Background: an optimization exercise with open tools, aiming at small area. Do not read the settings as production practice.
Where RTL was checked, it was by simulation tests only, not by an equivalence proof against the original.

==> flow/design.v (excerpt) <==
module snake_top (
    input  logic        clk25,
    input  logic        rst_n,
    input  logic        key_strobe,
    input  logic [7:0]  key_code,
    input  logic        step,
    input  logic [19:0] pix,
    output logic [11:0] rgb,
    output logic [12:0] head,
    output logic [12:0] apple,
    output logic [6:0]  score,
    output logic        dead
);
Settings: LEC_CHECK=0, ABC_AREA=1, CAP_MARGIN=0, CORE_MARGIN=2, CORE_UTILIZATION=40, GPL_TIMING_DRIVEN=0, PLACE_DENSITY=0.6, SLEW_MARGIN=0; clock period 10.0 ns.
standard.sh (not shown) runs the stock make flow with config.mk's settings and CLKGATE_MAP_FILE= SYNTH_SCRIPT=/design/flow/synth_recipe.tcl, a recipe that flattens the netlist after the stock synthesis.
==> flow/flow/run.sh <==
#!/bin/bash
# ORFS layout through standard.sh, with these changes to how it is made:
#  - synthesis: ABC maps the pixel path (pix -> rgb registers) for delay and
#    everything else for area (abc_pix.script, abc_area.script, ABC_AREA 1);
#  - port buffers are buf_1 cells;
#  - CTS inserts no dummy loads and uses clkbuf_4/clkbuf_8 buffers.
set -uo pipefail
rm -rf scripts_mod
cp -r "$FLOW_HOME/scripts" scripts_mod
cp flow/abc_area.script flow/abc_pix.script scripts_mod/
python3 flow/patch_synth.py scripts_mod/synth.tcl > patch.log 2>&1 || exit 1
export SCRIPTS_DIR=$PWD/scripts_mod
export BUFFER_PORTS_ARGS="-buffer_cell sky130_fd_sc_hd__buf_1"
export CTS_ARGS="-sink_clustering_enable -repair_clock_nets -dont_use_dummy_load -buf_list {sky130_fd_sc_hd__clkbuf_4 sky130_fd_sc_hd__clkbuf_8} -root_buf sky130_fd_sc_hd__clkbuf_8"
bash standard.sh > standard.log 2>&1
==> flow/flow/abc_area.script <==
strash
dch
amap
topo
stime -c
==> flow/flow/abc_pix.script <==
strash
dch
map -D 2000
topo
==> flow/flow/patch_synth.py <==
# Patch a copy of ORFS's synth.tcl: map the logic in the pixel input's cone
# (pix -> rgb registers) with a delay-driven ABC script first, then the rest
# with the area script.
import sys
p = sys.argv[1]
s = open(p).read()
old = "  log_cmd abc {*}$abc_args\n"
new = '''  set a_pix [lreplace $abc_args 1 1 $::env(SCRIPTS_DIR)/abc_pix.script]
  select -set pixl w:pix %co* t:sky130_fd_sc_hd__* %d
  log_cmd abc {*}$a_pix @pixl
  select -clear
  log_cmd abc {*}$abc_args
'''
assert s.count(old) == 1
open(p, 'w').write(s.replace(old, new))
Change:
--- a/flow/design.v
+++ b/flow/design.v
@@ -22,29 +22,34 @@
             8'h72:  key_dir = DIR_DOWN;
             8'h6B:  key_dir = DIR_LEFT;
             8'h74: key_dir = DIR_RIGHT;
             default:    is_arrow = 1'b0;
         endcase
     end
     assign is_restart = (key_code == 8'h29);
     always_ff @(posedge clk25 or negedge rst_n) begin
         if (!rst_n) begin
-            turn    <= {1'b0, DIR_RIGHT};
+            turn[2] <= 1'b0;
             restart <= 1'b0;
         end else begin
             restart <= key_strobe && is_restart;   
             if (key_strobe && is_arrow) begin
-                turn <= {1'b1, key_dir};
+                turn[2] <= 1'b1;
             end else if (key_strobe && is_restart) begin
                 turn[2] <= 1'b0;
             end
         end
     end
+    always_ff @(posedge clk25) begin
+        if (key_strobe && is_arrow) begin
+            turn[1:0] <= key_dir;
+        end
+    end
 endmodule
 `timescale 1ns/1ps
 module snake_execute (
     input  logic         clk25,
     input  logic         rst_n,
     input  logic         step,
     input  logic [2:0]   turn,      
     input  logic         restart,
     output logic [12:0]  head,
@@ -158,19 +163,19 @@
     assign x_en = move & dir[1];
     assign y_en = move & ~dir[1];
     always_comb begin
         x_c[0] = x_en;
         for (int k = 1; k < 7; k++) x_c[k] = x_c[k-1] & (head_x[k-1] ^ dn);
         y_c[0] = y_en;
         for (int k = 1; k < 6; k++) y_c[k] = y_c[k-1] & (head_y[k-1] ^ dn);
     end
     assign head_nxt = {head_y ^ y_c, head_x ^ x_c};
-    assign eat     = (head_x == {1'b0, apple_x}) && (head_y == apple_y);
+    assign eat     = (head_x[5:0] == apple_x) && (head_y == apple_y);
     assign grow    = eat && !(sc[3] && sc[2]);         
     assign turn_ok = turn[2] && (turn[1] != last_dir[1]);
     assign move    = step && !dead;
     logic x_wrap, y_wrap;
     assign x_wrap = &step_mod_x[5:1];
     assign y_wrap = step_mod_y[5] && step_mod_y[3] && step_mod_y[2] && step_mod_y[1];
     always_ff @(posedge clk25 or negedge rst_n) begin
         if (!rst_n) begin
             head       <= {6'd0, 7'd3};
@@ -246,36 +251,24 @@
     logic [5:0]  du, dv;
     assign px = pix[19:10];
     assign py = pix[9:0];
     always_comb begin
         cx = 6'(px / 10'(10));
         cy = 6'(py / 10'(10));
     end
     assign on_board = !(px[9] && (px[8] || px[7]))
                    && !(py[9] || (&py[8:5]));
-    function automatic logic [6:0] radd(input logic [6:0] a, input logic [6:0] b, input logic ci);
-        logic c;
-        c = ci;
-        for (int k = 0; k < 7; k++) begin
-            radd[k] = a[k] ^ b[k] ^ c;
-            c = (a[k] & b[k]) | (c & (a[k] ^ b[k]));
-        end
-    endfunction
-    logic [6:0] dy7, du7, dv7;
-    assign dx  = radd({1'b0, cx}, ~head[6:0], 1'b1);
-    assign dy7 = radd({1'b0, cy}, {1'b1, ~head[12:7]}, 1'b1);
-    assign dy  = dy7[5:0];
+    assign dx  = {1'b0, cx} - head[6:0];
+    assign dy  = cy - head[12:7];
     assign fit = (dx[6:4] == 3'b000 || dx[6:4] == 3'b111)
               && (dy[5:4] == 2'b00  || dy[5:4] == 2'b11);
-    assign du7 = radd({2'b00, dx[4], dx[4:0]}, {2'b00, dy[4], dy[4:0]}, 1'b0);
-    assign dv7 = radd({2'b00, dx[4], dx[4:0]}, {2'b11, ~dy[4], ~dy[4:0]}, 1'b1);
-    assign du  = du7[5:0];
-    assign dv  = dv7[5:0];
+    assign du  = {dx[4], dx[4:0]} + {dy[4], dy[4:0]};
+    assign dv  = {dx[4], dx[4:0]} - {dy[4], dy[4:0]};
     assign hu  = du[5:1];
     assign hv  = dv[5:1];
     assign par = du[0];
     assign z0  = (dx == '0) && (dy == '0);
     genvar w;
     generate
         for (w = 1; w <= 4; w++) begin : fits
             assign fu[w] = (hu[4:w-1] == '0) || (hu[4:w-1] == '1);
             assign fv[w] = (hv[4:w-1] == '0) || (hv[4:w-1] == '1);
Outcome: Design area grows by about 4%; count of clock-buffer cells in the layout is unchanged; routed wire length goes up by about 4.3%; final cell count rose by 2.9%; utilization goes up by 0.14 points; fmax drops by about 0.8%; via count grows by 3.3%; worst setup slack loses 0.081 ns; global-route usage goes down by 0.22 points; hold slack hardly moves; die area climbs by about 3%; non-clock buffer count is higher by 8; synthesized cell count increases by about 2.7%.
The RTL of the second run of this note was laid out without a check of its function.

========
## job 101
Another version of the RTL of snake_top (not shown whole).
For scale: roughly 78 I/O pins, about 7400 sq um of cells after synthesis.
export LEC_CHECK = 0
export ABC_AREA = 1
export CAP_MARGIN = 0
export CORE_MARGIN = 2
export CORE_UTILIZATION = 40
export GPL_TIMING_DRIVEN = 0
export PLACE_DENSITY = 0.6
export SETUP_SLACK_MARGIN = -0.15
export SLEW_MARGIN = 0
create_clock -name core_clock -period 10.0 [get_ports {clk25}]
==> flow/flow/run.sh <==
#!/bin/bash
# ORFS layout through standard.sh, with these changes to how it is made:
#  - synthesis: ABC maps the pixel path (pix -> rgb registers) for delay and
#    everything else for area (abc_pix.script, abc_area.script, ABC_AREA 1);
#  - port buffers are buf_1 cells;
#  - CTS inserts no dummy loads and uses clkbuf_4/clkbuf_8 buffers;
#  - half-adder cells are added to the platform's don't-use list, so ABC
#    maps those sums and carries with the logic around them.
set -uo pipefail
rm -rf scripts_mod
cp -r "$FLOW_HOME/scripts" scripts_mod
cp flow/abc_area.script flow/abc_pix.script scripts_mod/
python3 flow/patch_synth.py scripts_mod/synth.tcl > patch.log 2>&1 || exit 1
export SCRIPTS_DIR=$PWD/scripts_mod
export BUFFER_PORTS_ARGS="-buffer_cell sky130_fd_sc_hd__buf_1"
export CTS_ARGS="-sink_clustering_enable -repair_clock_nets -dont_use_dummy_load -buf_list {sky130_fd_sc_hd__clkbuf_4 sky130_fd_sc_hd__clkbuf_8} -root_buf sky130_fd_sc_hd__clkbuf_8"
DU=$(sed -n '/DONT_USE_CELLS/,/^$/p' "$FLOW_HOME/platforms/$FLOW_PLATFORM/config.mk" | tr -d '\\' | sed 's/export DONT_USE_CELLS += //' | tr -s ' \n' ' ')
echo "DONT_USE_CELLS=$DU" > dont_use.log
bash standard.sh "DONT_USE_CELLS=$DU sky130_fd_sc_hd__ha_1 sky130_fd_sc_hd__ha_2 sky130_fd_sc_hd__ha_4" finish > standard.log 2>&1
==> flow/flow/abc_pix.script <==
strash
dch
map -D 2400
topo
Scripts as last shown in full above: flow/flow/abc_area.script, flow/flow/patch_synth.py
What job 102 does differently from job 101 at the input level:
--- a/flow/design.v
+++ b/flow/design.v
@@ -70,20 +70,20 @@
     logic [15:1] su, sv;        
     logic [15:2] lsu, lsv;      
     logic [5:0]  step_mod_x;
     logic [5:0]  step_mod_y;
     logic [6:0]  head_x;
     logic [5:0]  head_y;
     logic [12:0] head_nxt;
     logic        eat, grow, turn_ok, move;
     logic [15:0] cz;            
-    assign su[1]      = ~last_dir[0];
-    assign sv[1]      = last_dir[0] ^ last_dir[1];
+    assign su[1]      = last_dir[0];
+    assign sv[1]      = ~(last_dir[0] ^ last_dir[1]);
     assign su[15:2]   = lsu;
     assign sv[15:2]   = lsv;
     function automatic logic [5:0] inc6(input logic [5:0] x);
         logic c;
         c = 1'b1;
         for (int k = 0; k < 6; k++) begin
             inc6[k] = x[k] ^ c;
             c = c & x[k];
         end
@@ -173,31 +173,31 @@
     assign grow    = eat && !(sc[3] && sc[2]);         
     assign turn_ok = turn[2] && (turn[1] != last_dir[1]);
     assign move    = step && !dead;
     logic x_wrap, y_wrap;
     assign x_wrap = &step_mod_x[5:1];
     assign y_wrap = step_mod_y[5] && step_mod_y[3] && step_mod_y[2] && step_mod_y[1];
     always_ff @(posedge clk25 or negedge rst_n) begin
         if (!rst_n) begin
             head       <= {6'd0, 7'd3};
-            lsu[3:2]   <= 2'b00;    
-            lsv[3:2]   <= 2'b00;
+            lsu[3:2]   <= 2'b11;    
+            lsv[3:2]   <= 2'b11;
             sc         <= 4'd0;
             dir        <= DIR_RIGHT;
             last_dir   <= DIR_RIGHT;
             apple_x    <= 6'(6);
             apple_y    <= 6'(0);
             step_mod_x <= '0;
             step_mod_y <= '0;
         end else if (restart) begin
             head       <= {6'd0, 7'd3};
-            lsu[3:2]   <= 2'b00;
-            lsv[3:2]   <= 2'b00;
+            lsu[3:2]   <= 2'b11;
+            lsv[3:2]   <= 2'b11;
             sc         <= 4'd0;
             dir        <= DIR_RIGHT;
             last_dir   <= DIR_RIGHT;
             apple_x    <= 6'(6);
             apple_y    <= 6'(0);
             step_mod_x <= '0;
             step_mod_y <= '0;
         end else begin
             if (turn_ok) begin
@@ -260,20 +260,20 @@
     function automatic logic [6:0] radd(input logic [6:0] a, input logic [6:0] b, input logic ci);
         logic c;
         c = ci;
         for (int k = 0; k < 7; k++) begin
             radd[k] = a[k] ^ b[k] ^ c;
             c = (a[k] & b[k]) | (c & (a[k] ^ b[k]));
         end
     endfunction
     logic [6:0] dy7, du7, dv7;
-    assign dx  = radd({1'b0, cx}, ~head[6:0], 1'b1);
-    assign dy7 = radd({1'b0, cy}, {1'b1, ~head[12:7]}, 1'b1);
+    assign dx  = radd(head[6:0], {1'b1, ~cx}, 1'b1);
+    assign dy7 = radd({1'b0, head[12:7]}, {2'b11, ~cy}, 1'b1);
     assign dy  = dy7[5:0];
     assign fit = (dx[6:4] == 3'b000 || dx[6:4] == 3'b111)
               && (dy[5:4] == 2'b00  || dy[5:4] == 2'b11);
     assign du7 = radd({2'b00, dx[4], dx[4:0]}, {2'b00, dy[4], dy[4:0]}, 1'b0);
     assign dv7 = radd({2'b00, dx[4], dx[4:0]}, {2'b11, ~dy[4], ~dy[4:0]}, 1'b1);
     assign du  = du7[5:0];
     assign dv  = dv7[5:0];
     assign hu  = du[5:1];
     assign hv  = dv[5:1];
Notes after the runs:
- In the reports for job 101 and job 102, the larger count of placed standard cells in the final layout, fillers left out belongs to job 101.
- Number of clock sinks seen by CTS came out exactly the same in job 101 and job 102.
- Diff job 101 -> job 102: count of cell types in the netlist lost 8, summed area of non-filler cells in the final layout about even, minimum period implied by the final worst setup slack higher.
- Cmp job 101 and job 102 / non-clock buffer count / higher: job 101

## afterwards: timing with drivers on the ports
No port has a modelled driver above. Below, the same layouts with a new extraction and two added sets of constraints.
Step 1, drivers: a clkbuf_16 drives clk25 and a buf_2 each remaining input, both assumed.
Step 2 moves the port delays by t, midway between the first and last clock arrival at a register: inputs arrive t later, outputs are due t later. That takes back most of the time a late clock gives input paths.
a / b / c = no drivers / after step 1 / after step 2; a / b = the first two.
| run | t, ns | setup slack, ns | worst setup path after step 2 |
|---|---|---|---|
| the first run of note 1 | 0.419 | 0.416 / 0.434 / 0.015 | input to register |
| the second run of note 1 | 0.411 | 0.335 / 0.294 / 0.152 | input to register |
| job 101 | 0.413 | 0.581 / 0.546 / 0.181 | input to register |
| job 102 | 0.403 | 0.460 / 0.419 / 0.276 | input to register |
After both steps setup and hold are still met in every run listed. For the first run of note 1, which loses most, drivers alone change the setup slack by +0.018 ns; drivers and shift together by -0.401 ns.
